What follows belongs to an exercise in optimizing a design on an open flow for small area, a short achievable clock period and few clock cycles per item; a production flow would make more cautious choices. Where RTL was checked, it was by simulation tests only, not by an equivalence proof against the original. The RTL of runs 1 to 5 was laid out without a check of its function.

`flow/run.sh`:
```
#!/bin/bash
# synth_recipe.tcl (not shown) runs the flow's synth.tcl, then flattens the netlist and writes it again
# the make line also repeats each setting of config.mk as NAME=value (left out here)
make -C /OpenROAD-flow-scripts/flow DESIGN_CONFIG=/design/flow/config.mk WORK_HOME=/design/flow/orfs CLKGATE_MAP_FILE= SYNTH_SCRIPT=/design/flow/synth_recipe.tcl finish
```
`flow/config.mk`:
```
export PLATFORM = sky130hd
export DESIGN_NAME = sparse_top
export DESIGN_NICKNAME = sparse_top
export VERILOG_FILES = /design/flow/design.v
export SDC_FILE = /design/flow/constraint.sdc
export NUM_CORES = 4
export LEC_CHECK = 0
export CAP_MARGIN = 20
export CORE_MARGIN = 2
export CORE_UTILIZATION = 40
export SETUP_SLACK_MARGIN = 4
export SLEW_MARGIN = 20
```
`flow/constraint.sdc`:
```
create_clock -name core_clock -period 7.0 [get_ports {clk}]
set_input_delay 1.4000 -clock core_clock [delete_from_list [all_inputs] [get_ports {clk}]]
set_output_delay 1.4000 -clock core_clock [all_outputs]
set_load 0.01 [all_outputs]
```
`flow/design.v`:
```
`timescale 1ns/1ns
package sparse_cfg_pkg;
  localparam int LANES_DEF = 4;
  localparam int DATA_W_DEF = 8;
  localparam int ACC_W_DEF = 24;
  localparam int SHIFT_DEF = 4;
endpackage
`timescale 1ns/1ns
package ctrl_pkg;
  typedef enum logic [1:0] {
    IDLE  = 2'd0,
    ACCUM = 2'd1,
    DRAIN = 2'd2,
    HOLD  = 2'd3
  } ctrl_state_e;
  typedef enum logic [1:0] {
    MAC_HOLD  = 2'd0,
    MAC_START = 2'd1,
    MAC_ACC   = 2'd2,
    MAC_LAST  = 2'd3
  } mac_op_e;
endpackage
`timescale 1ns/1ns
module sparse_decoder #(
  parameter int LANES  = 4,
  parameter int DATA_W = 8
) (
  input  logic [LANES*DATA_W-1:0] act_packed,
  input  logic [LANES-1:0]        act_mask,
  output logic [LANES*DATA_W-1:0] lanes_d
);
  always_comb begin
    int idx;
    idx = 0;
    for (int i = 0; i < LANES; i++) begin
      lanes_d[i*DATA_W +: DATA_W] = '0;
      if (act_mask[i]) begin
        lanes_d[i*DATA_W +: DATA_W] = act_packed[idx*DATA_W +: DATA_W];
        idx = idx + 1;
      end
    end
  end
endmodule
`timescale 1ns/1ns
module mac_lanes #(
  parameter int LANES  = 4,
  parameter int DATA_W = 8,
  parameter int ACC_W  = 24
) (
  input  logic                    clk,
  input  logic [LANES*DATA_W-1:0] lanes_d,
  input  logic                    accept,
  input  logic                    weight_load,
  input  logic [LANES*DATA_W-1:0] weight_word,
  input  logic                    s1_en,
  input  logic                    acc_en,
  input  logic                    acc_clr,
  output logic [LANES*ACC_W-1:0]  acc_lanes
);
  localparam int NL = 5;
  logic [LANES*DATA_W-1:0] weight_q;
  logic [LANES*DATA_W-1:0] act_q;
  logic [NL-1:0]           lo_d  [LANES];
  logic [15:NL]            hs_d  [LANES];
  logic [15:NL]            hc_d  [LANES];
  logic [NL-1:0]           q_lo  [LANES];
  logic [15:NL]            q_hs  [LANES];
  logic [15:NL]            q_hc  [LANES];
  logic [ACC_W-1:0]        acc_q   [LANES];
  logic [ACC_W-1:0]        acc_sum [LANES];
  for (genvar i = 0; i < LANES; i++) begin : g_lane
    mul_tree mul (
      .a(act_q[i*DATA_W +: DATA_W]), .w(weight_q[i*DATA_W +: DATA_W]),
      .lo(lo_d[i]), .hi_s(hs_d[i]), .hi_c(hc_d[i])
    );
    acc_add add (
      .acc_in(acc_clr ? '0 : acc_q[i]),
      .lo(q_lo[i]), .hi_s(q_hs[i]), .hi_c(q_hc[i]), .sum(acc_sum[i])
    );
    assign acc_lanes[i*ACC_W +: ACC_W] = acc_q[i];
  end
  always_ff @(posedge clk) begin
    if (weight_load) begin
      weight_q <= weight_word;
    end
    if (accept) begin
      act_q <= lanes_d;
    end
    if (s1_en) begin
      for (int i = 0; i < LANES; i++) begin
        q_lo[i] <= lo_d[i];
        q_hs[i] <= hs_d[i];
        q_hc[i] <= hc_d[i];
      end
    end
    if (acc_en) begin
      for (int i = 0; i < LANES; i++) begin
        acc_q[i] <= acc_sum[i];
      end
    end
  end
endmodule
module mul_tree (
  input  logic [7:0]  a,
  input  logic [7:0]  w,
  output logic [4:0]  lo,       
  output logic [15:5] hi_s,     
  output logic [15:5] hi_c
);
  logic pp0_0;
  logic pp0_1;
  logic pp0_2;
  logic pp0_3;
  logic pp0_4;
  logic pp0_5;
  logic pp0_6;
  logic pp0_7;
  logic pp1_0;
  logic pp1_1;
  logic pp1_2;
  logic pp1_3;
  logic pp1_4;
  logic pp1_5;
  logic pp1_6;
  logic pp1_7;
  logic pp2_0;
  logic pp2_1;
  logic pp2_2;
  logic pp2_3;
  logic pp2_4;
  logic pp2_5;
  logic pp2_6;
  logic pp2_7;
  logic pp3_0;
  logic pp3_1;
  logic pp3_2;
  logic pp3_3;
  logic pp3_4;
  logic pp3_5;
  logic pp3_6;
  logic pp3_7;
  logic pp4_0;
  logic pp4_1;
  logic pp4_2;
  logic pp4_3;
  logic pp4_4;
  logic pp4_5;
  logic pp4_6;
  logic pp4_7;
  logic pp5_0;
  logic pp5_1;
  logic pp5_2;
  logic pp5_3;
  logic pp5_4;
  logic pp5_5;
  logic pp5_6;
  logic pp5_7;
  logic pp6_0;
  logic pp6_1;
  logic pp6_2;
  logic pp6_3;
  logic pp6_4;
  logic pp6_5;
  logic pp6_6;
  logic pp6_7;
  logic pp7_0;
  logic pp7_1;
  logic pp7_2;
  logic pp7_3;
  logic pp7_4;
  logic pp7_5;
  logic pp7_6;
  logic pp7_7;
  logic s1;
  logic c2;
  logic s3;
  logic c4;
  logic s5;
  logic c6;
  logic s7;
  logic c8;
  logic s9;
  logic c10;
  logic s11;
  logic c12;
  logic s13;
  logic c14;
  logic s15;
  logic c16;
  logic s17;
  logic c18;
  logic s19;
  logic c20;
  logic s21;
  logic c22;
  logic s23;
  logic c24;
  logic s25;
  logic c26;
  logic s27;
  logic c28;
  logic s29;
  logic c30;
  logic s31;
  logic c32;
  logic s33;
  logic c34;
  logic s35;
  logic c36;
  logic s37;
  logic c38;
  logic s39;
  logic c40;
  logic s41;
  logic c42;
  logic s43;
  logic c44;
  logic s45;
  logic c46;
  logic s47;
  logic c48;
  logic s49;
  logic c50;
  logic s51;
  logic c52;
  logic s53;
  logic c54;
  logic s55;
  logic c56;
  logic s57;
  logic c58;
  logic s59;
  logic c60;
  logic s61;
  logic c62;
  logic s63;
  logic c64;
  logic s65;
  logic c66;
  logic s67;
  logic c68;
  logic s69;
  logic c70;
  logic s71;
  logic c72;
  logic s73;
  logic c74;
  logic s75;
  logic c76;
  logic s77;
  logic c78;
  logic s79;
  logic c80;
  logic s81;
  logic c82;
  logic s83;
  logic c84;
  logic s85;
  logic c86;
  logic s87;
  logic c88;
  logic s89;
  logic c90;
  logic s91;
  logic c92;
  logic s93;
  logic c94;
  logic s95;
  logic c96;
  logic s97;
  logic c98;
  logic s99;
  logic c100;
  logic s101;
  logic c102;
  logic s103;
  logic c104;
  logic s105;
  logic c106;
  logic s107;
  logic c108;
  logic s109;
  logic c110;
  logic s111;
  logic c112;
  logic s113;
  logic c114;
  assign pp0_0 = a[0] & w[0];
  assign pp0_1 = a[1] & w[0];
  assign pp0_2 = a[2] & w[0];
  assign pp0_3 = a[3] & w[0];
  assign pp0_4 = a[4] & w[0];
  assign pp0_5 = a[5] & w[0];
  assign pp0_6 = a[6] & w[0];
  assign pp0_7 = a[7] & w[0];
  assign pp1_0 = a[0] & w[1];
  assign pp1_1 = a[1] & w[1];
  assign pp1_2 = a[2] & w[1];
  assign pp1_3 = a[3] & w[1];
  assign pp1_4 = a[4] & w[1];
  assign pp1_5 = a[5] & w[1];
  assign pp1_6 = a[6] & w[1];
  assign pp1_7 = a[7] & w[1];
  assign pp2_0 = a[0] & w[2];
  assign pp2_1 = a[1] & w[2];
  assign pp2_2 = a[2] & w[2];
  assign pp2_3 = a[3] & w[2];
  assign pp2_4 = a[4] & w[2];
  assign pp2_5 = a[5] & w[2];
  assign pp2_6 = a[6] & w[2];
  assign pp2_7 = a[7] & w[2];
  assign pp3_0 = a[0] & w[3];
  assign pp3_1 = a[1] & w[3];
  assign pp3_2 = a[2] & w[3];
  assign pp3_3 = a[3] & w[3];
  assign pp3_4 = a[4] & w[3];
  assign pp3_5 = a[5] & w[3];
  assign pp3_6 = a[6] & w[3];
  assign pp3_7 = a[7] & w[3];
  assign pp4_0 = a[0] & w[4];
  assign pp4_1 = a[1] & w[4];
  assign pp4_2 = a[2] & w[4];
  assign pp4_3 = a[3] & w[4];
  assign pp4_4 = a[4] & w[4];
  assign pp4_5 = a[5] & w[4];
  assign pp4_6 = a[6] & w[4];
  assign pp4_7 = a[7] & w[4];
  assign pp5_0 = a[0] & w[5];
  assign pp5_1 = a[1] & w[5];
  assign pp5_2 = a[2] & w[5];
  assign pp5_3 = a[3] & w[5];
  assign pp5_4 = a[4] & w[5];
  assign pp5_5 = a[5] & w[5];
  assign pp5_6 = a[6] & w[5];
  assign pp5_7 = a[7] & w[5];
  assign pp6_0 = a[0] & w[6];
  assign pp6_1 = a[1] & w[6];
  assign pp6_2 = a[2] & w[6];
  assign pp6_3 = a[3] & w[6];
  assign pp6_4 = a[4] & w[6];
  assign pp6_5 = a[5] & w[6];
  assign pp6_6 = a[6] & w[6];
  assign pp6_7 = a[7] & w[6];
  assign pp7_0 = ~(a[0] & w[7]);
  assign pp7_1 = ~(a[1] & w[7]);
  assign pp7_2 = ~(a[2] & w[7]);
  assign pp7_3 = ~(a[3] & w[7]);
  assign pp7_4 = ~(a[4] & w[7]);
  assign pp7_5 = ~(a[5] & w[7]);
  assign pp7_6 = ~(a[6] & w[7]);
  assign pp7_7 = ~(a[7] & w[7]);
  assign s1 = pp0_6 ^ pp1_5;
  assign c2 = pp0_6 & pp1_5;
  assign s3 = pp0_7 ^ pp1_6 ^ pp2_5;
  assign c4 = (pp0_7 & pp1_6) | (pp0_7 & pp2_5) | (pp1_6 & pp2_5);
  assign s5 = pp3_4 ^ pp4_3 ^ pp5_2;
  assign c6 = (pp3_4 & pp4_3) | (pp3_4 & pp5_2) | (pp4_3 & pp5_2);
  assign s7 = pp1_7 ^ pp2_6 ^ pp3_5;
  assign c8 = (pp1_7 & pp2_6) | (pp1_7 & pp3_5) | (pp2_6 & pp3_5);
  assign s9 = pp4_4 ^ pp5_3;
  assign c10 = pp4_4 & pp5_3;
  assign s11 = pp2_7 ^ pp3_6 ^ pp4_5;
  assign c12 = (pp2_7 & pp3_6) | (pp2_7 & pp4_5) | (pp3_6 & pp4_5);
  assign s13 = pp0_4 ^ pp1_3;
  assign c14 = pp0_4 & pp1_3;
  assign s15 = pp0_5 ^ pp1_4 ^ pp2_3;
  assign c16 = (pp0_5 & pp1_4) | (pp0_5 & pp2_3) | (pp1_4 & pp2_3);
  assign s17 = pp3_2 ^ pp4_1;
  assign c18 = pp3_2 & pp4_1;
  assign s19 = pp2_4 ^ pp3_3 ^ pp4_2;
  assign c20 = (pp2_4 & pp3_3) | (pp2_4 & pp4_2) | (pp3_3 & pp4_2);
  assign s21 = pp5_1 ^ pp6_0 ^ s1;
  assign c22 = (pp5_1 & pp6_0) | (pp5_1 & s1) | (pp6_0 & s1);
  assign s23 = pp6_1 ^ pp7_0 ^ 1'b1;
  assign c24 = (pp6_1 & pp7_0) | (pp6_1 & 1'b1) | (pp7_0 & 1'b1);
  assign s25 = c2 ^ s3 ^ s5;
  assign c26 = (c2 & s3) | (c2 & s5) | (s3 & s5);
  assign s27 = pp6_2 ^ pp7_1 ^ s9;
  assign c28 = (pp6_2 & pp7_1) | (pp6_2 & s9) | (pp7_1 & s9);
  assign s29 = c4 ^ c6 ^ s7;
  assign c30 = (c4 & c6) | (c4 & s7) | (c6 & s7);
  assign s31 = pp5_4 ^ pp6_3 ^ pp7_2;
  assign c32 = (pp5_4 & pp6_3) | (pp5_4 & pp7_2) | (pp6_3 & pp7_2);
  assign s33 = c10 ^ c8 ^ s11;
  assign c34 = (c10 & c8) | (c10 & s11) | (c8 & s11);
  assign s35 = pp3_7 ^ pp4_6 ^ pp5_5;
  assign c36 = (pp3_7 & pp4_6) | (pp3_7 & pp5_5) | (pp4_6 & pp5_5);
  assign s37 = pp6_4 ^ pp7_3 ^ c12;
  assign c38 = (pp6_4 & pp7_3) | (pp6_4 & c12) | (pp7_3 & c12);
  assign s39 = pp4_7 ^ pp5_6 ^ pp6_5;
  assign c40 = (pp4_7 & pp5_6) | (pp4_7 & pp6_5) | (pp5_6 & pp6_5);
  assign s41 = pp0_3 ^ pp1_2;
  assign c42 = pp0_3 & pp1_2;
  assign s43 = pp2_2 ^ pp3_1 ^ pp4_0;
  assign c44 = (pp2_2 & pp3_1) | (pp2_2 & pp4_0) | (pp3_1 & pp4_0);
  assign s45 = pp5_0 ^ c14 ^ s17;
  assign c46 = (pp5_0 & c14) | (pp5_0 & s17) | (c14 & s17);
  assign s47 = c18 ^ c16 ^ s19;
  assign c48 = (c18 & c16) | (c18 & s19) | (c16 & s19);
  assign s49 = c20 ^ s23 ^ c22;
  assign c50 = (c20 & s23) | (c20 & c22) | (s23 & c22);
  assign s51 = c24 ^ s27 ^ c26;
  assign c52 = (c24 & s27) | (c24 & c26) | (s27 & c26);
  assign s53 = s31 ^ c28 ^ c30;
  assign c54 = (s31 & c28) | (s31 & c30) | (c28 & c30);
  assign s55 = c32 ^ s35 ^ c34;
  assign c56 = (c32 & s35) | (c32 & c34) | (s35 & c34);
  assign s57 = pp7_4 ^ c36 ^ s39;
  assign c58 = (pp7_4 & c36) | (pp7_4 & s39) | (c36 & s39);
  assign s59 = pp5_7 ^ pp6_6 ^ pp7_5;
  assign c60 = (pp5_7 & pp6_6) | (pp5_7 & pp7_5) | (pp6_6 & pp7_5);
  assign s61 = pp0_2 ^ pp1_1;
  assign c62 = pp0_2 & pp1_1;
  assign s63 = pp2_1 ^ pp3_0 ^ s41;
  assign c64 = (pp2_1 & pp3_0) | (pp2_1 & s41) | (pp3_0 & s41);
  assign s65 = c42 ^ s13 ^ s43;
  assign c66 = (c42 & s13) | (c42 & s43) | (s13 & s43);
  assign s67 = c44 ^ s15 ^ s45;
  assign c68 = (c44 & s15) | (c44 & s45) | (s15 & s45);
  assign s69 = c46 ^ s21 ^ s47;
  assign c70 = (c46 & s21) | (c46 & s47) | (s21 & s47);
  assign s71 = c48 ^ s25 ^ s49;
  assign c72 = (c48 & s25) | (c48 & s49) | (s25 & s49);
  assign s73 = s29 ^ c50 ^ s51;
  assign c74 = (s29 & c50) | (s29 & s51) | (c50 & s51);
  assign s75 = s33 ^ c52 ^ s53;
  assign c76 = (s33 & c52) | (s33 & s53) | (c52 & s53);
  assign s77 = s37 ^ c54 ^ s55;
  assign c78 = (s37 & c54) | (s37 & s55) | (c54 & s55);
  assign s79 = c38 ^ s57 ^ c56;
  assign c80 = (c38 & s57) | (c38 & c56) | (s57 & c56);
  assign s81 = c40 ^ s59 ^ c58;
  assign c82 = (c40 & s59) | (c40 & c58) | (s59 & c58);
  assign s83 = pp6_7 ^ pp7_6 ^ c60;
  assign c84 = (pp6_7 & pp7_6) | (pp6_7 & c60) | (pp7_6 & c60);
  assign s85 = pp0_1 ^ pp1_0;
  assign c86 = pp0_1 & pp1_0;
  assign s87 = pp2_0 ^ s61 ^ c86;
  assign c88 = (pp2_0 & s61) | (pp2_0 & c86) | (s61 & c86);
  assign s89 = c62 ^ s63 ^ c88;
  assign c90 = (c62 & s63) | (c62 & c88) | (s63 & c88);
  assign s91 = c64 ^ s65 ^ c90;
  assign c92 = (c64 & s65) | (c64 & c90) | (s65 & c90);
  assign s93 = c66 ^ s67 ^ c92;
  assign c94 = (c66 & s67) | (c66 & c92) | (s67 & c92);
  assign s95 = c66 ^ s67;
  assign c96 = c66 & s67;
  assign s97 = c68 ^ s69;
  assign c98 = c68 & s69;
  assign s99 = c70 ^ s71;
  assign c100 = c70 & s71;
  assign s101 = c72 ^ s73;
  assign c102 = c72 & s73;
  assign s103 = c74 ^ s75;
  assign c104 = c74 & s75;
  assign s105 = c76 ^ s77;
  assign c106 = c76 & s77;
  assign s107 = c78 ^ s79;
  assign c108 = c78 & s79;
  assign s109 = s81 ^ c80;
  assign c110 = s81 & c80;
  assign s111 = s83 ^ c82;
  assign c112 = s83 & c82;
  assign s113 = pp7_7 ^ c84;
  assign c114 = pp7_7 & c84;
  assign lo = {s91, s89, s87, s85, pp0_0};
  assign hi_s = {c114, c112, c110, c108, c106, c104, c102, c100, c98, c96, c92};
  assign hi_c = {1'b0, s113, s111, s109, s107, s105, s103, s101, s99, s97, s95};
endmodule
module acc_add (
  input  logic [23:0] acc_in,
  input  logic [4:0]  lo,
  input  logic [15:5] hi_s,
  input  logic [15:5] hi_c,
  output logic [23:0] sum
);
  logic s1;
  logic c2;
  logic s3;
  logic c4;
  logic s5;
  logic c6;
  logic s7;
  logic c8;
  logic s9;
  logic c10;
  logic s11;
  logic c12;
  logic s13;
  logic c14;
  logic s15;
  logic c16;
  logic s17;
  logic c18;
  logic s19;
  logic c20;
  logic s21;
  logic c22;
  logic s23;
  logic c24;
  logic s25;
  logic c26;
  logic s27;
  logic c28;
  logic s29;
  logic c30;
  logic s31;
  logic c32;
  logic s33;
  logic c34;
  logic s35;
  logic c36;
  logic s37;
  logic c38;
  logic s39;
  logic c40;
  logic [23:0] row_a, row_b;
  assign s1 = acc_in[15] ^ hi_s[15];
  assign c2 = acc_in[15] & hi_s[15];
  assign s3 = acc_in[5] ^ hi_s[5];
  assign c4 = acc_in[5] & hi_s[5];
  assign s5 = acc_in[6] ^ hi_s[6] ^ hi_c[6];
  assign c6 = (acc_in[6] & hi_s[6]) | (acc_in[6] & hi_c[6]) | (hi_s[6] & hi_c[6]);
  assign s7 = acc_in[7] ^ hi_s[7] ^ hi_c[7];
  assign c8 = (acc_in[7] & hi_s[7]) | (acc_in[7] & hi_c[7]) | (hi_s[7] & hi_c[7]);
  assign s9 = acc_in[8] ^ hi_s[8] ^ hi_c[8];
  assign c10 = (acc_in[8] & hi_s[8]) | (acc_in[8] & hi_c[8]) | (hi_s[8] & hi_c[8]);
  assign s11 = acc_in[9] ^ hi_s[9] ^ hi_c[9];
  assign c12 = (acc_in[9] & hi_s[9]) | (acc_in[9] & hi_c[9]) | (hi_s[9] & hi_c[9]);
  assign s13 = acc_in[10] ^ hi_s[10] ^ hi_c[10];
  assign c14 = (acc_in[10] & hi_s[10]) | (acc_in[10] & hi_c[10]) | (hi_s[10] & hi_c[10]);
  assign s15 = acc_in[11] ^ hi_s[11] ^ hi_c[11];
  assign c16 = (acc_in[11] & hi_s[11]) | (acc_in[11] & hi_c[11]) | (hi_s[11] & hi_c[11]);
  assign s17 = acc_in[12] ^ hi_s[12] ^ hi_c[12];
  assign c18 = (acc_in[12] & hi_s[12]) | (acc_in[12] & hi_c[12]) | (hi_s[12] & hi_c[12]);
  assign s19 = acc_in[13] ^ hi_s[13] ^ hi_c[13];
  assign c20 = (acc_in[13] & hi_s[13]) | (acc_in[13] & hi_c[13]) | (hi_s[13] & hi_c[13]);
  assign s21 = acc_in[14] ^ hi_s[14] ^ hi_c[14];
  assign c22 = (acc_in[14] & hi_s[14]) | (acc_in[14] & hi_c[14]) | (hi_s[14] & hi_c[14]);
  assign s23 = hi_c[15] ^ 1'b1 ^ s1;
  assign c24 = (hi_c[15] & 1'b1) | (hi_c[15] & s1) | (1'b1 & s1);
  assign s25 = acc_in[16] ^ 1'b1 ^ c2;
  assign c26 = (acc_in[16] & 1'b1) | (acc_in[16] & c2) | (1'b1 & c2);
  assign s27 = acc_in[17] ^ 1'b1;
  assign c28 = acc_in[17] & 1'b1;
  assign s29 = acc_in[18] ^ 1'b1;
  assign c30 = acc_in[18] & 1'b1;
  assign s31 = acc_in[19] ^ 1'b1;
  assign c32 = acc_in[19] & 1'b1;
  assign s33 = acc_in[20] ^ 1'b1;
  assign c34 = acc_in[20] & 1'b1;
  assign s35 = acc_in[21] ^ 1'b1;
  assign c36 = acc_in[21] & 1'b1;
  assign s37 = acc_in[22] ^ 1'b1;
  assign c38 = acc_in[22] & 1'b1;
  assign s39 = acc_in[23] ^ 1'b1;
  assign c40 = acc_in[23] & 1'b1;
  assign row_a = {c38, c36, c34, c32, c30, c28, c26, c24, c22, c20, c18, c16, c14, c12, c10, c8, c6, c4, hi_c[5], acc_in[4], acc_in[3], acc_in[2], acc_in[1], acc_in[0]};
  assign row_b = {s39, s37, s35, s33, s31, s29, s27, s25, s23, s21, s19, s17, s15, s13, s11, s9, s7, s5, s3, lo[4], lo[3], lo[2], lo[1], lo[0]};
  assign sum = row_a + row_b;
endmodule
`timescale 1ns/1ns
module result_encoder #(
  parameter int LANES     = 4,
  parameter int DATA_W    = 8,
  parameter int ACC_W     = 24,
  parameter int OUT_SHIFT = 4
) (
  input  logic                    clk,
  input  logic [LANES*ACC_W-1:0]  acc_lanes,
  input  logic                    out_load,
  output logic [LANES*DATA_W-1:0] out_packed,
  output logic [LANES-1:0]        out_mask
);
  logic [LANES*DATA_W-1:0] packed_d;
  logic [LANES-1:0]        mask_d;
  logic [DATA_W-1:0] q  [LANES];
  logic [LANES-1:0]  nz;
  always_comb begin
    for (int i = 0; i < LANES; i++) begin
      logic [ACC_W-1:0] a;
      logic             neg, ovf;
      a     = acc_lanes[i*ACC_W +: ACC_W];
      neg   = a[ACC_W-1];
      ovf   = |a[ACC_W-2:OUT_SHIFT+DATA_W];
      q[i]  = (a[OUT_SHIFT +: DATA_W] | {DATA_W{ovf}}) & {DATA_W{!neg}};
      nz[i] = !neg && (ovf || (|a[OUT_SHIFT +: DATA_W]));
    end
  end
  always_comb begin
    logic [LANES-1:0] sel [LANES];    
    for (int k = 0; k < LANES; k++) begin
      sel[k] = '0;
    end
    for (int j = 0; j < LANES; j++) begin
      for (int m = 0; m < (1 << j); m++) begin
        if ((nz & LANES'((1 << j) - 1)) == LANES'(m)) begin
          sel[$countones(m)][j] = 1'b1;
        end
      end
    end
    for (int k = 0; k < LANES; k++) begin
      packed_d[k*DATA_W +: DATA_W] = '0;
      for (int j = k; j < LANES; j++) begin
        packed_d[k*DATA_W +: DATA_W] = packed_d[k*DATA_W +: DATA_W] | (q[j] & {DATA_W{sel[k][j]}});
      end
    end
    mask_d = nz;
  end
  always_ff @(posedge clk) begin
    if (out_load) begin
      out_packed <= packed_d;
      out_mask   <= mask_d;
    end
  end
endmodule
`timescale 1ns/1ns
module flow_controller (
  input  logic clk,
  input  logic rst_n,
  input  logic weights_valid,
  output logic weights_ready,
  input  logic act_valid,
  input  logic act_last,
  output logic act_ready,
  output logic out_valid,
  input  logic out_ready,
  output logic accept,       
  output logic weight_load,
  output logic s1_en,        
  output logic acc_en,       
  output logic acc_clr,      
  output logic out_load      
);
  logic in_group;
  logic v0, last0, first0;
  logic v1, last1, first1;
  logic pend;
  logic stall;
  logic v0_n, v1_n, pend_n, out_valid_n, in_group_n, act_ready_n, first1_n, acc_en_n;
  assign accept      = act_valid && act_ready;
  assign weight_load = weights_valid && weights_ready;
  assign stall    = pend && out_valid;
  assign s1_en    = !stall;
  assign out_load = pend && !stall;
  always_comb begin
    in_group_n  = accept ? !act_last : in_group;
    v0_n        = accept || (v0 && stall);
    v1_n        = stall ? v1 : v0;
    pend_n      = stall ? pend : (v1 && last1);
    out_valid_n = out_load || (out_valid && !out_ready);
    act_ready_n = !(v0_n && pend_n && out_valid_n);
    first1_n    = stall ? first1 : first0;
    acc_en_n    = v1_n && !(pend_n && out_valid_n);
  end
  always_ff @(posedge clk or negedge rst_n) begin
    if (!rst_n) begin
      in_group      <= 1'b0;
      v0            <= 1'b0;
      v1            <= 1'b0;
      pend          <= 1'b0;
      out_valid     <= 1'b0;
      act_ready     <= 1'b0;
      weights_ready <= 1'b0;
      acc_en        <= 1'b0;
      acc_clr       <= 1'b0;
    end else begin
      in_group      <= in_group_n;
      v0            <= v0_n;
      v1            <= v1_n;
      pend          <= pend_n;
      out_valid     <= out_valid_n;
      act_ready     <= act_ready_n;
      weights_ready <= act_ready_n && !in_group_n;
      acc_en        <= acc_en_n;
      acc_clr       <= acc_en_n && first1_n;
    end
  end
  always_ff @(posedge clk) begin
    if (accept) begin
      last0  <= act_last;
      first0 <= !in_group;
    end
    if (s1_en) begin
      last1  <= last0;
      first1 <= first0;
    end
  end
endmodule
`timescale 1ns/1ns
module sparse_top #(
  parameter int LANES     = sparse_cfg_pkg::LANES_DEF,
  parameter int DATA_W    = sparse_cfg_pkg::DATA_W_DEF,
  parameter int ACC_W     = sparse_cfg_pkg::ACC_W_DEF,
  parameter int OUT_SHIFT = sparse_cfg_pkg::SHIFT_DEF
) (
  input  logic                    clk,
  input  logic                    rst_n,
  input  logic [LANES*DATA_W-1:0] weights_in,
  input  logic                    weights_valid,
  output logic                    weights_ready,
  input  logic [LANES*DATA_W-1:0] act_packed,
  input  logic [LANES-1:0]        act_mask,
  input  logic                    act_last,
  input  logic                    act_valid,
  output logic                    act_ready,
  output logic [LANES*DATA_W-1:0] out_packed,
  output logic [LANES-1:0]        out_mask,
  output logic                    out_valid,
  input  logic                    out_ready
);
  logic [LANES*DATA_W-1:0] lanes_d;
  logic [LANES*ACC_W-1:0]  acc_lanes;
  logic accept, weight_load, s1_en, acc_en, acc_clr, out_load;
  flow_controller controller (
    .clk(clk), .rst_n(rst_n),
    .weights_valid(weights_valid), .weights_ready(weights_ready),
    .act_valid(act_valid), .act_last(act_last), .act_ready(act_ready),
    .out_valid(out_valid), .out_ready(out_ready),
    .accept(accept), .weight_load(weight_load),
    .s1_en(s1_en), .acc_en(acc_en), .acc_clr(acc_clr), .out_load(out_load)
  );
  sparse_decoder #(.LANES(LANES), .DATA_W(DATA_W)) decoder (
    .act_packed(act_packed), .act_mask(act_mask), .lanes_d(lanes_d)
  );
  mac_lanes #(.LANES(LANES), .DATA_W(DATA_W), .ACC_W(ACC_W)) mac (
    .clk(clk),
    .lanes_d(lanes_d), .accept(accept),
    .weight_load(weight_load), .weight_word(weights_in),
    .s1_en(s1_en), .acc_en(acc_en), .acc_clr(acc_clr), .acc_lanes(acc_lanes)
  );
  result_encoder #(
    .LANES(LANES), .DATA_W(DATA_W), .ACC_W(ACC_W), .OUT_SHIFT(OUT_SHIFT)
  ) encoder (
    .clk(clk),
    .acc_lanes(acc_lanes), .out_load(out_load),
    .out_packed(out_packed), .out_mask(out_mask)
  );
endmodule
```
==> results of run 1 <==
-- what timing repair did --
| action | CTS | global route |
|---|---|---|
| pin swaps | 138 | 128 |
| setup endpoints to repair | 146 | 124 |
| cloned | 7 | 0 |
| gates resized for setup | 210 | 187 |
| setup buffers | 134 | 43 |
-- stage by stage --
stage | hold slack [ns] | worst slack (ns) | instance area (um^2)
floorplan | 0.400 | 3.65 | 24700
global placement | 0.402 | 2.53 | 26600
detailed placement | 0.417 | 2.43 | 26600
CTS | 0.426 | 3.52 | 30000
global route | 0.433 | 3.43 | 31100
finish | 0.426 | 3.53 | 31100
-- layout make-up --
type	instances	area, um^2	area share [%]
Sequential cell	313	9350	30.1
Multi-Input combinational cell	1464	14900	47.9
Inverter	440	1660	5.35
Clock inverter	25	240	0.772
Tap cell	782	978	3.14
Clock buffer	47	1060	3.40
Timing Repair Buffer	302	2910	9.36
Antenna cell	1	2.50	0.00804
-- cells by family after synthesis --
| group | count (synthesis) |
|---|---|
| adders and majority gates | 374 |
| AOI/OAI and AO/OA | 321 |
| muxes | 31 |
| xor gates and xnor gates | 75 |
| DFF | 313 |
| and+or+nand+nor | 663 |
| buffers and inverters | 474 |
-- state kept, by name (all words and copies together), names as in the netlist, 4 cells and up --
register            count
encoder.out_mask        4
encoder.out_packed     32
mac.acc_q              96
mac.act_q              32
mac.q_hc               40
mac.q_hs               44
mac.q_lo               20
mac.weight_q           32
-- worst reg2reg max path: cells and delay by family, from the launching register on --
kind	cells	cell delay [ns]
flops	1	0.59
buf+inv	4	0.54
simple gates	5	1.05
compound gates	2	0.25
fa+ha+maj	2	0.79
-- cell usage after synthesis (44+ instances only) --
library cell    n
inv_1         439
edfxtp_1      303
fa_1          192
ha_1          182
and2_1        179
nand2_1       147
a21oi_1        94
nor2_1         86
nand2b_1       74
nor2b_1        59
o21ai_0        49
xnor2_1        44
-- worst paths after layout --
path | to | slack (ns) | start
max reg2reg | mac.acc_q[0][23] | 3.53 | controller.acc_clr
min in group asynchronous | controller.acc_clr | 1.15 | rst_n
min | controller.last1 | 0.43 | controller.last0
max in group asynchronous | controller.acc_en | 5.51 | rst_n
min reg2reg | controller.last1 | 0.43 | controller.last0
max | mac.acc_q[0][23] | 3.53 | controller.acc_clr
-- per-layer routing --
metal  up-vias  GRT usage [%]  part of all wire, %
met5         -              0                    0
met4         0           6.64                  3.2
met3       123           2.26                  3.9
met2       437           32.2                   49
met1      8412           25.1                   44
li1       8115              -                    -
==> metrics.yaml, run 1 <==
synth_edf_count: 303
synth-simple-area-share_pct: 14.7
clock-root-buffer: "clkbuf_16"
port_buffers: 112
start_util_pct: 40.3
die_area_mm2: 0.0625
drc: 0
htree_num_levels: 2
holdBufCountCts: 0
ys.flop_type: "edfxtp_1"
mostFrequentLayoutCells: "inv_1 (395), edfxtp_1 (303), and2_1 (171), fa_1 (169), buf_4 (144)"
critPathArrivalTime_ns: 3.80
synthAdderAreaFrac_pct: 25.3
setup_tns_ns: 0
tightest_slew_ns: 0.992
slowest_stage: "dfrtp_4"
path_max_fanout: 7
synth_compound_area_share_pct: 9.16
crit_family: "simple AND/OR/NAND/NOR gates"
drtPass1Iterations: 5
overflow: 0
num_rows: 90
vias_per_cell: 5.06
r2r_cells: 13
crit_path_cell_trace: "buf_12, buf_12, nand2b_4, fa_1, inv_1, ha_4, buf_4, nand4_1, a21oi_1, and3_4, a2111oi_4, or3_1, and3_1"
chipWidth_um: 250
synth_area_leaders: "edfxtp_1 (38%), fa_1 (16%), ha_1 (9.4%)"
track_usage_pct: 19.0
crit_path_end_kind: "flop"
synth_area_per_cell_um2: 10.8
path_class: "reg2reg"
fin_util_pct: 51.8
hold_path.class: "reg2reg"
final_net_count: 3009
netlist_area_mm2: 0.0242
synthArstFlopShare_pct: 2.88
ctsLongestPathBuffers: 3
final_common_cell: "inv_1"
grt_max_degree: 69
critPathBufInv: 4
wl_mm: 59.8
synth_top_family_by_area: "adder cells"
cts_tree: "yes"
slew-limit-headroom_pct: 33.9
critical_path_depth: 13
fin_crit_sh_pct: 49.6
muxShareOfSynthArea_pct: 2.15
layout-drive-gt1-share_pct: 23.9
hold_viol_final: 0
critical-path-max-stage-delay_ns: 0.59
grt_pass1_vias: 17600
gp_congestion: 0.892
path_clk_slew_ns: 0.06
synthDominantCellAreaShare_pct: 37.6
rsz0062_at_grt: "true"
synth_top_cell_by_area: "edfxtp_1"
clock_sinks: 313
postSynthCellCount: 2251
drt_iter0_drc: 1042
ys_warn_count: 18
via_count: 17100
coreArea_mm2: 0.0601
syn_to_final_growth_pct: 28.6
fillers: 5189
setup_viol: 0
cp.required_ns: 7.33
status: "timing/DRC/antenna clean"
max_cap_viol_count: 0
clk_latency_ns: 0.57
ys_ff_latch: 313
cts_buffers: 40
synth-xor-area-share_pct: 2.74
die_y_um: 250
placed_cells: 3116
finalCriticalPeriod_ns: 3.47
postRouteAntennaNets: 0
worst_clock_skew_ns: 0.0188
grt_pass1_wl_mm: 94.3
place_hpwl_mm: 41.9
worstHoldPathCells: 0
cpMostUsedCell: "buf_12"
antenna_found_initial: 3
routedWlPerCell_um: 17.7
slew_viol_final: 0
worstSetupStartpointType: "flop"
ios: 113
ys_seq_area_share_pct: 38.6
stdcell_count: 3374
fmax_mhz: 288
ys_types: 84
synth_fp_nets: 2699
==> run 2, diff against run 1 <==
--- a/flow/config.mk
+++ b/flow/config.mk
@@ -6,4 +6,5 @@
 export NUM_CORES = 4
 export LEC_CHECK = 0
+export ABC_AREA = 1
 export CAP_MARGIN = 20
 export CORE_MARGIN = 2
==> metrics.yaml, run 2 <==
ctsLongestPathBuffers: 3
stdcell_count: 4567
hold_path.class: "reg2reg"
rsz0062_at_grt: "true"
vias_per_cell: 4.56
wl_mm: 66.6
num_antenna_cells: 0
mostFrequentLayoutCells: "nand2_1 (992), inv_1 (946), edfxtp_1 (303), nor2_1 (192), fa_1 (172)"
clk_latency_ns: 0.58
synth_area_leaders: "edfxtp_1 (34%), nand2_1 (15%), fa_1 (14%)"
grt_pass1_wl_mm: 107
synth_edf_count: 303
synth_area_per_cell_um2: 7.73
syn_to_final_growth_pct: 19.0
cp.required_ns: 7.32
setup_tns_ns: 0
drtPass1Iterations: 5
cpMostUsedCell: "fa_1"
critical-path-max-stage-delay_ns: 0.53
layout-drive-gt1-share_pct: 11.7
fin_area_mm2: 0.0320
synth_top_cell_by_area: "edfxtp_1"
ys_warn_count: 18
setup_viol: 0
postSynthCellCount: 3482
synthArstFlopShare_pct: 2.88
gp_congestion: 0.879
grt_pass1_vias: 20000
path_clk_slew_ns: 0.06
die_area_mm2: 0.0694
critPathArrivalTime_ns: 3.46
status: "timing/DRC/antenna clean"
holdBufCountCts: 0
crit_path_end_kind: "flop"
crit_family: "adder cells"
slew_viol_final: 0
worst_clock_skew_ns: 0.0186
chipWidth_um: 263
die_y_um: 263
antenna_found_initial: 0
hold_viol_final: 0
crit_path_cell_trace: "buf_6, nand2_4, fa_1, inv_1, fa_2, inv_2, fa_1, fa_1, inv_1, ha_2"
finalCriticalPeriod_ns: 3.14
synthTopCellsByCount: "nand2_1 (1059), inv_1 (976), edfxtp_1 (303)"
routedWlPerCell_um: 14.6
postRouteAntennaNets: 0
ys_ff_latch: 313
overflow: 0
path_class: "reg2reg"
placed_cells: 4384
htree_num_levels: 2
place_hpwl_mm: 49.9
cts_buffers: 39
yosysMostFrequentCell: "nand2_1"
final_net_count: 4111
cts_tree: "yes"
coreArea_mm2: 0.0669
fin_crit_sh_pct: 44.9
fillers: 6511
via_count: 20800
max_cap_viol_count: 0
grt_max_degree: 77
critPathBufInv: 4
drc: 0
netlist_area_mm2: 0.0269
synthDominantCellAreaShare_pct: 33.8
synth_fp_nets: 3930
clock_sinks: 313
num_rows: 95
regMostFlops: "mac.acc_q"
drt_iter0_drc: 1542
fmax_mhz: 318
largest_reg_flops: 96
m1WireLength_mm: 32.6
final_common_cell: "nand2_1"
path_max_fanout: 3
track_usage_pct: 19.2
ys_types: 41
ys.flop_type: "edfxtp_1"
tightest_slew_ns: 0.950
slowest_stage: "fa_1"
start_util_pct: 40.2
highest_layer: "met4"
clock-root-buffer: "clkbuf_16"
port_buffers: 112
route.met3.wl_mm: 3.86
dr_wl_met2_mm: 28.7
placed_area_mm2: 0.0288
fin_util_pct: 47.9
top_regs: "mac.acc_q (96), mac.q_hs (44), mac.q_hc (40)"
slew-limit-headroom_pct: 36.6
ios: 113
worstSetupStartpointType: "flop"
ys_seq_area_share_pct: 34.7
==> run 2: what timing repair did <==
action | in CTS | in global routing
endpoints found under the hold margin | 0 | 0
buffers inserted | 78 | 28
gates cloned | 5 | 0
pin swaps | 37 | 46
setup endpoints to repair | 114 | 95
resized for setup | 84 | 207
==> run 2: path summary, 6_finish.rpt <==
check / startpoint / to / slack, ns / cells past startpoint
worst max-delay path: mac.act_q[23] / mac.q_hc[2][10] / 3.86 / 10
worst min-delay path: controller.last0 / controller.last1 / 0.42 / 0
worst max register to register: mac.act_q[23] / mac.q_hc[2][10] / 3.86 / 10
worst min register to register: controller.last0 / controller.last1 / 0.42 / 0
max in group asynchronous: rst_n / controller.acc_en / 5.53 / 1
min in group asynchronous: rst_n / controller.weights_ready / 1.14 / 1
==> run 2: kinds of logic (layout without fill, tap and decap cells) <==
family	Yosys count	count (layout)	share of synthesized area [%]
buffers and inverters	1073	1285	15.1
AO/OA/AOI/OAI	147	147	2.94
AND/OR/NAND/NOR	1526	1526	22.9
XOR/XNOR	49	49	1.59
adder cells (fa/ha/maj)	374	374	22.7
flip-flops	313	313	34.7
==> run 2: final cells by class <==
class	instances	area, um^2	area share, %
multi-input cells	2096	14400	45.0
clock inverters	27	328	1.02
repair inverters	5	53.8	0.168
inverters	983	3710	11.6
well taps	873	1090	3.41
clock buffers	45	1020	3.18
repair buffers	225	2070	6.46
flip-flops and latches	313	9350	29.2
==> run 2: through the flow <==
| stage | hold WS (ns) | setup slack, ns |
|---|---|---|
| 5_1_grt | 0.427 | 3.81 |
| 3_3_place_gp | 0.402 | 2.67 |
| 2_1_floorplan | 0.400 | 4.01 |
| 3_5_place_dp | 0.406 | 2.63 |
| 6_report | 0.421 | 3.86 |
| 4_1_cts | 0.420 | 3.84 |
==> run 2: per-layer routing <==
| metal | GRT usage (%) | vias to the layer above |
|---|---|---|
| met2 | 28.5 | 513 |
| met5 | 0 | - |
| met3 | 3.08 | 82 |
| met4 | 4.94 | 0 |
| met1 | 28.9 | 9530 |
| li1 | - | 10700 |
==> run 2: worst reg2reg max path, cell delays in order, from the launching register on <==
cell,delay (ns)
edfxtp_1,0.48
buf_6,0.17
nand2_4,0.05
fa_1,0.53
inv_1,0.05
fa_2,0.33
inv_2,0.07
fa_1,0.44
fa_1,0.49
inv_1,0.05
ha_2,0.24
==> run 3, diff against run 2 <==
--- a/flow/config.mk
+++ b/flow/config.mk
@@ -6,8 +6,7 @@
 export NUM_CORES = 4
 export LEC_CHECK = 0
-export ABC_AREA = 1
 export CAP_MARGIN = 20
 export CORE_MARGIN = 2
-export CORE_UTILIZATION = 40
+export CORE_UTILIZATION = 60
 export SETUP_SLACK_MARGIN = 4
 export SLEW_MARGIN = 20
==> metrics.yaml, run 3 <==
die_y_um: 205
htree_num_levels: 2
layout_setup_ws_ns: 3.48
crit_path_cell_trace: "buf_12, clkbuf_16, nand2b_1, fa_1, inv_1, ha_4, nand4_1, o32ai_4, nor3_4, o31ai_4, nand2_1, a311o_1"
synth-simple-area-share_pct: 14.7
ios: 113
synthTopCellsByCount: "inv_1 (439), edfxtp_1 (303), fa_1 (192)"
crit_family: "compound AO/OA/AOI/OAI gates"
ys_warn_count: 18
num_antenna_cells: 0
mostFrequentLayoutCells: "inv_1 (379), edfxtp_1 (303), fa_1 (167), and2_1 (164), buf_4 (140)"
port_buffers: 112
hp-start: "controller.last0"
final_net_count: 3007
synth_area_leaders: "edfxtp_1 (38%), fa_1 (16%), ha_1 (9.4%)"
drtPass1Iterations: 8
synth_fp_nets: 2699
routedWlPerCell_um: 18.6
critPathBufInv: 3
path_class: "reg2reg"
crit_path_end_kind: "flop"
final_common_cell: "inv_1"
ctsLongestPathBuffers: 3
ys_ff_latch: 313
r2r-start: "controller.acc_clr"
synth_top_family_by_area: "adder cells"
max_cap_viol_count: 0
synthArstFlopShare_pct: 2.88
hold_ws_ns: 0.424
setup_tns_ns: 0
clock-root-buffer: "clkbuf_16"
drc: 0
synthAdderAreaFrac_pct: 25.3
synthDominantCellAreaShare_pct: 37.6
vias_per_cell: 5.58
synth_compound_area_share_pct: 9.16
min_to: "controller.last1"
drt_iter0_drc: 1008
cts_buffers: 36
worstHoldPathCells: 0
gp_congestion: 0.952
cp.required_ns: 7.29
num_rows: 73
wl_mm: 57.9
rsz0062_at_grt: "true"
synth_area_per_cell_um2: 10.8
critPathArrivalTime_ns: 3.81
layout-drive-gt1-share_pct: 24.2
fmax_mhz: 284
via_count: 17300
stdcell_count: 3107
ys_types: 84
start_util_pct: 60.9
r2r_end: "mac.acc_q[3][20]"
muxShareOfSynthArea_pct: 2.15
ys_seq_area_share_pct: 38.6
die_area_mm2: 0.0420
netlist_area_mm2: 0.0242
top_regs: "mac.acc_q (96), mac.q_hs (44), mac.q_hc (40)"
preCtsSetupSlack_ns: 2.45
hold_path.class: "reg2reg"
syn_to_final_growth_pct: 26.6
setup_viol: 0
finalCriticalPeriod_ns: 3.52
grt_pass1_wl_mm: 87.9
slew-limit-headroom_pct: 38.3
track_usage_pct: 26.8
overflow: 0
chipWidth_um: 205
synth-xor-area-share_pct: 2.74
ys.flop_type: "edfxtp_1"
place_hpwl_mm: 39.9
synth_top_cell_by_area: "edfxtp_1"
fin_crit_sh_pct: 50.3
cts_tree: "yes"
path_clk_slew_ns: 0.06
path_max_fanout: 6
hold_viol_final: 0
coreArea_mm2: 0.0397
clk_latency_ns: 0.55
worstSetupStartpointType: "flop"
placed_cells: 2859
grt_pass1_vias: 17200
antenna_found_initial: 0
postSynthCellCount: 2251
reg2reg_slack_ns: 3.48
r2r_cells: 12
slew_viol_final: 0
critical-path-max-stage-delay_ns: 0.57
slowest_stage: "dfrtp_4"
clock_sinks: 313
worst_clock_skew_ns: 0.0172
regMostFlops: "mac.acc_q"
synth_edf_count: 303
tightest_slew_ns: 0.926
grt_max_degree: 66
yosysMostFrequentCell: "inv_1"
postRouteAntennaNets: 0
status: "timing/DRC/antenna clean"
largest_reg_flops: 96
[run 3: changes by cell type after synthesis, sizes merged, moves of 23 or more]
cell    change
nor2b      +59
nand2     -917
clkbuf     -47
nand2b     +74
o21bai     +26
xnor2      +44
and2      +169
nor3       +23
nor2      -145
inv       -540
a21o       +39
nand3     -147
[run 3: repair_timing]
action	CTS	global route
resized for setup	129	282
gates cloned	2	4
buffers inserted	89	91
hold buffers	0	0
setup endpoints to repair	141	124
pin swaps	69	150
[run 3: layer usage]
metal  GRT usage, %  part of all wire, %
met4           11.3                  3.7
met1           36.9                   43
met3           3.39                  5.3
met5              0                    0
met2           43.3                   48
[run 3: worst max path at each step]
stage | startpoint | end | slack (ns) | cells after the start
2_1_floorplan | controller.acc_clr | mac.acc_q[1][18] | 3.65 | 14
3_3_place_gp | act_mask[0] | mac.act_q[30] | 2.57 | 6
3_5_place_dp | act_mask[0] | mac.act_q[24] | 2.45 | 6
4_1_cts | controller.acc_clr | mac.acc_q[1][18] | 3.56 | 12
5_1_grt | controller.acc_clr | mac.acc_q[3][20] | 3.36 | 12
6_report | controller.acc_clr | mac.acc_q[3][20] | 3.48 | 12
[run 3: kinds of logic after synthesis]
family	Yosys count
AOI/OAI and AO/OA	321
buffers and inverters	474
DFF	313
muxes	31
adders and majority gates	374
xor gates and xnor gates	75
and+or+nand+nor	663
[run 3: worst reg2reg max path: stages, from the launching register on]
cell	delay [ns]
dfrtp_4	0.57
buf_12	0.18
clkbuf_16	0.15
nand2b_1	0.18
fa_1	0.54
inv_1	0.06
ha_4	0.28
nand4_1	0.22
o32ai_4	0.34
nor3_4	0.07
o31ai_4	0.27
nand2_1	0.10
a311o_1	0.31
[run 3: area by class of cell]
type                       instances  area, um^2
sequential                       313        9350
tap                              525         657
multi-input combinational       1464       14900
inverter                         440        1660
timing repair buffer             304        2930
fill                            2518        9100
clock inverter                    16         165
clock buffer                      45         956
[run 3: metrics by stage]
stage / util [%] / instance area (um^2)
2_1_floorplan: - / 24700
3_3_place_gp: 66.1 / 26300
3_5_place_dp: 66.1 / 26300
4_1_cts: 72.2 / 28700
5_1_grt: 77.1 / 30600
6_report: 77.1 / 30600
==> run 4, diff against run 3 <==
--- a/flow/config.mk
+++ b/flow/config.mk
@@ -6,7 +6,8 @@
 export NUM_CORES = 4
 export LEC_CHECK = 0
+export ABC_AREA = 1
 export CAP_MARGIN = 20
 export CORE_MARGIN = 2
-export CORE_UTILIZATION = 60
-export SETUP_SLACK_MARGIN = 4
+export CORE_UTILIZATION = 40
+export SETUP_SLACK_MARGIN = 3.5
 export SLEW_MARGIN = 20
==> metrics.yaml, run 4 <==
status: "timing/DRC/antenna clean"
clk_latency_ns: 0.58
cts_buffers: 38
seqCellArea_mm2: 0.00935
critPathArrivalTime_ns: 3.59
htree_num_levels: 2
layout-drive-gt1-share_pct: 2.76
wl_mm: 62.5
synth_area_leaders: "edfxtp_1 (34%), nand2_1 (15%), fa_1 (14%)"
max_cap_viol_count: 0
synthDominantCellAreaShare_pct: 33.8
cp.required_ns: 7.29
crit_path_cell_trace: "clkdlybuf4s50_1, inv_1, ha_2, inv_2, nand2_1, nand2_2, inv_4, nand2_1, o211ai_1, a21oi_1"
gp_congestion: 0.913
crit_path_end_kind: "flop"
preCtsSetupSlack_ns: 2.64
clock_sinks: 313
final_common_cell: "nand2_1"
track_usage_pct: 18.4
synth_edf_count: 303
slew_viol_final: 0
synth_area_per_cell_um2: 7.73
grt_pass1_wl_mm: 103
largest_reg_flops: 96
ys_types: 41
port_buffers: 112
placed_cells: 4384
fin_crit_sh_pct: 47.2
ys_ff_latch: 313
ys.flop_type: "edfxtp_1"
setup_viol: 0
yosysMostFrequentCell: "nand2_1"
num_rows: 95
via_count: 20300
hold_ws_ns: 0.412
layout_setup_ws_ns: 3.70
synth_top_cell_by_area: "edfxtp_1"
hold_viol_final: 0
rsz0062_at_grt: "true"
hold_path.class: "reg2reg"
antenna_found_initial: 0
final_net_count: 4000
drc: 0
fin_util_pct: 45.1
holdBufCountCts: 0
slew-limit-headroom_pct: 26.4
path_class: "in2reg"
vias_per_cell: 4.56
overflow: 0
cts_tree: "yes"
postSynthCellCount: 3482
regMostFlops: "mac.acc_q"
fillers: 6618
fmax_mhz: 303
place_hpwl_mm: 49.6
finalCriticalPeriod_ns: 3.30
syn_to_final_growth_pct: 12.0
multi_input_area_mm2: 0.0135
ios: 113
tightest_slew_ns: 1.10
netlist_area_mm2: 0.0269
slowest_stage: "clkdlybuf4s50_1"
top_regs: "mac.acc_q (96), mac.q_hs (44), mac.q_hc (40)"
worstSetupStartpointType: "primary input"
ys_warn_count: 18
critical-path-max-stage-delay_ns: 0.65
synthArstFlopShare_pct: 2.88
ctsLongestPathBuffers: 3
cpMostUsedCell: "nand2_1"
chipWidth_um: 263
mostFrequentLayoutCells: "nand2_1 (1058), inv_1 (975), edfxtp_1 (303), nor2_1 (228), fa_1 (192)"
postRouteAntennaNets: 0
path_clk_slew_ns: 0.06
drt_iter0_drc: 1481
clock-root-buffer: "clkbuf_16"
die_y_um: 263
worst_clock_skew_ns: 0.0290
path_max_fanout: 18
grt_max_degree: 79
placed_area_mm2: 0.0288
die_area_mm2: 0.0694
grt_pass1_vias: 19600
coreArea_mm2: 0.0669
stdcell_count: 4455
setup_tns_ns: 0
start_util_pct: 40.2
drtPass1Iterations: 6
ys_seq_area_share_pct: 34.7
synthTopCellsByCount: "nand2_1 (1059), inv_1 (976), edfxtp_1 (303)"
routedWlPerCell_um: 14.0
synth_fp_nets: 3930
num_antenna_cells: 0
fin_area_mm2: 0.0302
run 4: repair_timing:
action                                  4_1_cts  5_1_grt
buffers inserted                              0        1
gates resized for setup                       2        6
pin swaps                                     0        0
endpoints found under the setup margin       35       14
run 4: cell type report:
class | instances | share of cell area [%]
inverter | 983 | 12.3
multi-input combinational | 2096 | 44.8
timing repair buffer | 120 | 3.90
sequential | 313 | 31.0
clock inverter | 20 | 0.788
tap | 873 | 3.62
clock buffer | 50 | 3.58
run 4: worst max-delay path: cells and delay by family:
| kind | cells | cell delay (ns) |
|---|---|---|
| adders and majority gates | 1 | 0.50 |
| AOI/OAI and AO/OA | 2 | 0.18 |
| and+or+nand+nor | 3 | 0.38 |
| buffers and inverters | 4 | 1.13 |
run 4: final timing paths:
check / startpoint / to / slack, ns / cells after the start
min in group asynchronous: rst_n / controller.weights_ready / 1.11 / 1
hold / removal: controller.last0 / controller.last1 / 0.41 / 0
max in group asynchronous: rst_n / controller.acc_en / 5.58 / 1
hold reg to reg: controller.last0 / controller.last1 / 0.41 / 0
setup / recovery: act_mask[1] / mac.act_q[25] / 3.70 / 10
setup reg to reg: mac.act_q[22] / mac.q_hc[2][8] / 3.73 / 9
run 4: kinds of logic (layout without fill, tap and decap cells):
kind of cell / after synthesis / after routing / synth area share (%)
AOI/OAI and AO/OA: 147 / 147 / 2.94
xor gates and xnor gates: 49 / 49 / 1.59
adders and majority gates: 374 / 374 / 22.7
buffers and inverters: 1073 / 1173 / 15.1
DFF: 313 / 313 / 34.7
and+or+nand+nor: 1526 / 1526 / 22.9
run 4: routing by layer:
layer | global-route usage [%] | routed length (um) | part of all wire (%) | vias to the layer above
met5 | 0 | 0 | 0 | -
met4 | 4.43 | 1310 | 2.1 | 0
met3 | 2.28 | 3250 | 5.2 | 73
met2 | 27.3 | 25500 | 41 | 505
met1 | 28.4 | 32400 | 52 | 9211
li1 | - | - | - | 10500
==> run 5, diff against run 4 <==
--- a/flow/config.mk
+++ b/flow/config.mk
@@ -10,4 +10,4 @@
 export CORE_MARGIN = 2
 export CORE_UTILIZATION = 40
-export SETUP_SLACK_MARGIN = 3.5
+export SETUP_SLACK_MARGIN = 4.5
 export SLEW_MARGIN = 20
==> metrics.yaml, run 5 <==
rsz0062_at_grt: "true"
synth_top_cell_by_area: "edfxtp_1"
netlist_area_mm2: 0.0269
postSynthCellCount: 3482
antenna_found_initial: 1
vias_per_cell: 4.72
track_usage_pct: 20.2
synthDominantCellAreaShare_pct: 33.8
ys.flop_type: "edfxtp_1"
ys_seq_area_share_pct: 34.7
num_rows: 95
synthTopCellsByCount: "nand2_1 (1059), inv_1 (976), edfxtp_1 (303)"
ys_warn_count: 18
grt_pass1_vias: 21700
hold_path.class: "reg2reg"
synth_edf_count: 303
grt_max_degree: 79
htree_num_levels: 2
tightest_slew_ns: 0.983
layout_setup_ws_ns: 3.80
clk_latency_ns: 0.58
cts_tree: "yes"
ios: 113
synthArstFlopShare_pct: 2.88
clock_sinks: 313
largest_reg_flops: 96
via_count: 22200
critPathArrivalTime_ns: 3.53
die_area_mm2: 0.0694
slew-limit-headroom_pct: 34.4
max_cap_viol_count: 0
crit_path_end_kind: "flop"
synth_area_leaders: "edfxtp_1 (34%), nand2_1 (15%), fa_1 (14%)"
coreArea_mm2: 0.0669
ctsLongestPathBuffers: 3
layout-drive-gt1-share_pct: 32.6
syn_to_final_growth_pct: 35.0
path_max_fanout: 2
worstSetupStartpointType: "flop"
num_antenna_cells: 0
ys_types: 41
hold_viol_final: 0
final_net_count: 4244
routedWlPerCell_um: 15.4
place_hpwl_mm: 51.2
grt_pass1_wl_mm: 112
setup_viol: 0
cts_buffers: 40
top_regs: "mac.acc_q (96), mac.q_hs (44), mac.q_hc (40)"
path_clk_slew_ns: 0.06
synth_area_per_cell_um2: 7.73
drc: 0
regMostFlops: "mac.acc_q"
die_y_um: 263
chipWidth_um: 263
drt_iter0_drc: 1225
fin_crit_sh_pct: 45.7
clock-root-buffer: "clkbuf_16"
path_class: "reg2reg"
yosysMostFrequentCell: "nand2_1"
worst_clock_skew_ns: 0.0251
synth_fp_nets: 3930
status: "timing/DRC/antenna clean"
fmax_mhz: 313
wl_mm: 72.3
preCtsSetupSlack_ns: 2.82
overflow: 0
finalCriticalPeriod_ns: 3.20
slew_viol_final: 0
gp_congestion: 0.898
start_util_pct: 40.2
final_common_cell: "inv_1"
holdBufCountCts: 0
port_buffers: 112
cp.required_ns: 7.33
drtPass1Iterations: 5
ys_ff_latch: 313
setup_tns_ns: 0
postRouteAntennaNets: 0
mostFrequentLayoutCells: "inv_1 (780), nand2_1 (724), edfxtp_1 (303), nand2_2 (218), inv_2 (185)"
fin_util_pct: 54.3
## run 5: cell counts after synthesis
Identical to the previous run, type by type.
## run 5: path summary, 6_finish.rpt
check / slack, ns / to / cells after the start / startpoint
setup / recovery: 3.80 / mac.q_hc[2][8] / 9 / mac.act_q[18]
hold / removal: 0.45 / controller.last1 / 0 / controller.last0
setup reg to reg: 3.80 / mac.q_hc[2][8] / 9 / mac.act_q[18]
hold reg to reg: 0.45 / controller.last1 / 0 / controller.last0
max in group asynchronous: 5.40 / controller.acc_en / 1 / rst_n
min in group asynchronous: 1.18 / controller.act_ready / 1 / rst_n
## run 5: repair_timing
| item | CTS | global route |
|---|---|---|
| endpoints found under the setup margin | 265 | 245 |
| pin swaps | 331 | 302 |
| gates cloned | 7 | 0 |
| endpoints found under the hold margin | 0 | 0 |
| buffers inserted | 174 | 63 |
| gates resized for setup | 766 | 391 |
## run 5: layout make-up
class | instances | area (um^2)
clock inverters | 23 | 297
repair buffers | 359 | 3320
flip-flops and latches | 313 | 9350
inverters | 983 | 3750
clock buffers | 50 | 1080
fillers | 5966 | 30600
well taps | 873 | 1090
repair inverters | 3 | 40.0
multi-input cells | 2096 | 17400
## run 5: kinds of logic (layout without fill, tap and decap cells)
group | Yosys count | count (layout) | synth area share [%]
AO/OA/AOI/OAI | 147 | 147 | 2.94
XOR/XNOR | 49 | 49 | 1.59
adder cells (fa/ha/maj) | 374 | 374 | 22.7
buffers and inverters | 1073 | 1418 | 15.1
flip-flops | 313 | 313 | 34.7
AND/OR/NAND/NOR | 1526 | 1526 | 22.9
## run 5: stage by stage
step,hold WS [ns],cell area [um^2],cells
6_report,0.451,36400,4700
5_1_grt,0.479,36400,4700
4_1_cts,0.458,34500,4637
3_5_place_dp,0.442,29800,4383
3_3_place_gp,0.451,29800,4383
2_1_floorplan,0.400,28400,3482
## run 5: critical path: stages (launching register included)
cell      delay (ns)
edfxtp_1        0.57
nand2_4         0.09
fa_1            0.59
inv_2           0.05
fa_2            0.33
inv_2           0.07
fa_1            0.44
fa_2            0.56
inv_2           0.04
ha_4            0.19
## run 5: metal layers
metal	track usage, %	vias up	routed length (um)	part of all wire (%)
met4	7.83	0	2840	3.9
met5	0	-	0	0
li1	-	11000	-	-
met3	3.37	173	3680	5.1
met1	25.3	10500	30100	42
met2	34.8	527	35600	49
==> run 6, diff against run 5 <==
--- a/flow/design.v
+++ b/flow/design.v
@@ -575,4 +575,10 @@
   logic [LANES*DATA_W-1:0] packed_d;
   logic [LANES-1:0]        mask_d;
+  function automatic int ones(input int m);
+    ones = 0;
+    for (int b = 0; b < LANES; b++) begin
+      ones = ones + ((m >> b) & 1);
+    end
+  endfunction
   logic [DATA_W-1:0] q  [LANES];
   logic [LANES-1:0]  nz;
@@ -596,5 +602,5 @@
       for (int m = 0; m < (1 << j); m++) begin
         if ((nz & LANES'((1 << j) - 1)) == LANES'(m)) begin
-          sel[$countones(m)][j] = 1'b1;
+          sel[ones(m)][j] = 1'b1;
         end
       end
--- a/flow/config.mk
+++ b/flow/config.mk
@@ -10,4 +10,4 @@
 export CORE_MARGIN = 2
 export CORE_UTILIZATION = 40
-export SETUP_SLACK_MARGIN = 4.5
+export SETUP_SLACK_MARGIN = 4
 export SLEW_MARGIN = 20
==> metrics.yaml, run 6 <==
synthTopCellsByCount: "nand2_1 (1059), inv_1 (976), edfxtp_1 (303)"
synth_area_per_cell_um2: 7.73
postRouteAntennaNets: 0
hold_ws_ns: 0.421
worstHoldPathCells: 0
fin_crit_sh_pct: 44.9
critPathBufInv: 4
final_common_cell: "nand2_1"
mostFrequentLayoutCells: "nand2_1 (992), inv_1 (946), edfxtp_1 (303), nor2_1 (192), fa_1 (172)"
critPathArrivalTime_ns: 3.46
reg2reg_slack_ns: 3.86
clock_sinks: 313
fmax_mhz: 318
synth_top_cell_by_area: "edfxtp_1"
ctsLongestPathBuffers: 3
critical-path-max-stage-delay_ns: 0.53
grt_pass1_vias: 20000
hp-start: "controller.last0"
path_class: "reg2reg"
ys_types: 41
r2r_end: "mac.q_hc[2][10]"
largest_reg_flops: 96
regMostFlops: "mac.acc_q"
syn_to_final_growth_pct: 19.0
grt_max_degree: 77
rsz0062_at_grt: "true"
crit_family: "adder cells"
ys_seq_area_share_pct: 34.7
antenna_found_initial: 0
status: "timing/DRC/antenna clean"
track_usage_pct: 19.2
r2r_cells: 10
layout-drive-gt1-share_pct: 11.7
ys_ff_latch: 313
setup_tns_ns: 0
synthArstFlopShare_pct: 2.88
slew-limit-headroom_pct: 36.6
final_net_count: 4111
routedWlPerCell_um: 14.6
min_to: "controller.last1"
num_rows: 95
wl_mm: 66.6
drtPass1Iterations: 5
gp_congestion: 0.879
postSynthCellCount: 3482
tightest_slew_ns: 0.950
ys.flop_type: "edfxtp_1"
port_buffers: 112
vias_per_cell: 4.56
top_regs: "mac.acc_q (96), mac.q_hs (44), mac.q_hc (40)"
worst_clock_skew_ns: 0.0186
crit_path_end_kind: "flop"
ios: 113
hold_path.class: "reg2reg"
via_count: 20800
htree_num_levels: 2
ys_warn_count: 18
fillers: 6511
chipWidth_um: 263
multi_input_area_mm2: 0.0144
drc: 0
netlist_area_mm2: 0.0269
coreArea_mm2: 0.0669
path_max_fanout: 3
setup_viol: 0
seqCellArea_mm2: 0.00935
clock-root-buffer: "clkbuf_16"
start_util_pct: 40.2
slew_viol_final: 0
crit_path_cell_trace: "buf_6, nand2_4, fa_1, inv_1, fa_2, inv_2, fa_1, fa_1, inv_1, ha_2"
place_hpwl_mm: 49.9
holdBufCountCts: 0
max_cap_viol_count: 0
clk_latency_ns: 0.58
synth_fp_nets: 3930
path_clk_slew_ns: 0.06
worstSetupStartpointType: "flop"
die_y_um: 263
synth_area_leaders: "edfxtp_1 (34%), nand2_1 (15%), fa_1 (14%)"
finalCriticalPeriod_ns: 3.14
die_area_mm2: 0.0694
drt_iter0_drc: 1542
num_antenna_cells: 0
hold_viol_final: 0
grt_pass1_wl_mm: 107
cts_tree: "yes"
overflow: 0
cp.required_ns: 7.32
cts_buffers: 39
slowest_stage: "fa_1"
r2r-start: "mac.act_q[23]"
synth_edf_count: 303
yosysMostFrequentCell: "nand2_1"
synthDominantCellAreaShare_pct: 33.8
cpMostUsedCell: "fa_1"
==> run 6: changes by cell type in the layout (fill, tap and decap cells not counted), moves of 62 or more <==
cell     previous run  this run
buf_6              85        16
ha_4               89        27
inv_1             780       946
inv_2             185        30
nand2_1           724       992
nand2_2           218        62
nand2_4           114        10
==> run 6: cells by family (layout without fill, tap and decap cells) <==
kind of cell / Yosys count / after routing / synth area share (%)
DFF: 313 / 313 / 34.7
adders and majority gates: 374 / 374 / 22.7
AOI/OAI and AO/OA: 147 / 147 / 2.94
and+or+nand+nor: 1526 / 1526 / 22.9
xor gates and xnor gates: 49 / 49 / 1.59
buffers and inverters: 1073 / 1285 / 15.1
==> run 6: layer usage <==
layer	routed length (um)	GRT usage, %	vias up
li1	-	-	10700
met1	32600	28.9	9530
met2	28700	28.5	513
met3	3860	3.08	82
met4	1420	4.94	0
met5	0	0	-
==> run 6: worst register-to-register path: stages, from the launching register on <==
cell	delay (ns)
edfxtp_1	0.48
buf_6	0.17
nand2_4	0.05
fa_1	0.53
inv_1	0.05
fa_2	0.33
inv_2	0.07
fa_1	0.44
fa_1	0.49
inv_1	0.05
ha_2	0.24
==> run 6: timing repair <==
action	CTS	global route
setup endpoints to repair	114	95
setup buffers	78	28
resized for setup	84	207
pin swaps	37	46
gates cloned	5	0
==> run 6: metrics by stage <==
step,area [um^2],std cells,setup slack (ns),utilization (%)
CTS,31000,4539,3.84,46.4
global placement,28800,4384,2.67,43.1
finish,32000,4567,3.86,47.9
detailed placement,28800,4384,2.63,43.1
floorplan,27000,3482,4.01,-
global route,32000,4567,3.81,47.9
==> run 6: layout make-up <==
cell class | instances | area share (%)
inverters | 983 | 11.6
repair inverters | 5 | 0.168
flip-flops and latches | 313 | 29.2
multi-input cells | 2096 | 45.0
repair buffers | 225 | 6.46
clock buffers | 45 | 3.18
well taps | 873 | 3.41
clock inverters | 27 | 1.02
==> run 6: worst max-delay path by stage <==
stage	startpoint	to	slack, ns	cells past startpoint
after floorplan	mac.act_q[15]	mac.q_hc[1][8]	4.01	10
after global placement	act_mask[0]	mac.act_q[30]	2.67	10
after detailed placement	act_mask[0]	mac.act_q[30]	2.63	10
after CTS	mac.act_q[30]	mac.q_hc[3][9]	3.84	9
after global routing	mac.act_q[22]	mac.q_hc[2][9]	3.81	10
final	mac.act_q[23]	mac.q_hc[2][10]	3.86	10
Testbench counts of run 6, summed over its fixed seeds: cycles 11,168, groups 2,400.

-- static timing again, ports no longer ideal --
The flow's constraints put no driver on any port. The routed layouts listed below were extracted and timed again, unchanged, in two steps. Step 1, drivers: a clkbuf_16 drives clk and a buf_2 each remaining input, both assumed. Step 2 moves the port delays by t, midway between the first and last clock arrival at a register: inputs arrive t later, outputs are due t later. That takes back most of the time a late clock gives input paths. Three values: no drivers, after step 1, after step 2; two values: the first two.
run | shift t [ns] | setup slack, ns | hold slack, ns
run 1 | 0.625 | 3.528 / 3.528 / 3.459 | 0.426 / 0.426 / 0.426
run 2 | 0.627 | 3.860 / 3.860 / 3.556 | 0.421 / 0.421 / 0.421
run 3 | 0.599 | 3.477 / 3.477 / 3.477 | 0.424 / 0.424 / 0.424
run 4 | 0.623 | 3.698 / 3.728 / 3.108 | 0.412 / 0.412 / 0.412
run 5 | 0.630 | 3.804 / 3.804 / 3.804 | 0.451 / 0.451 / 0.451
run 6 | 0.627 | 3.860 / 3.860 / 3.556 | 0.421 / 0.421 / 0.421
After both steps setup and hold are still met in every run listed. The setup slack of run 4, which loses most, moves by +0.030 ns with the drivers and by -0.590 ns with both steps.
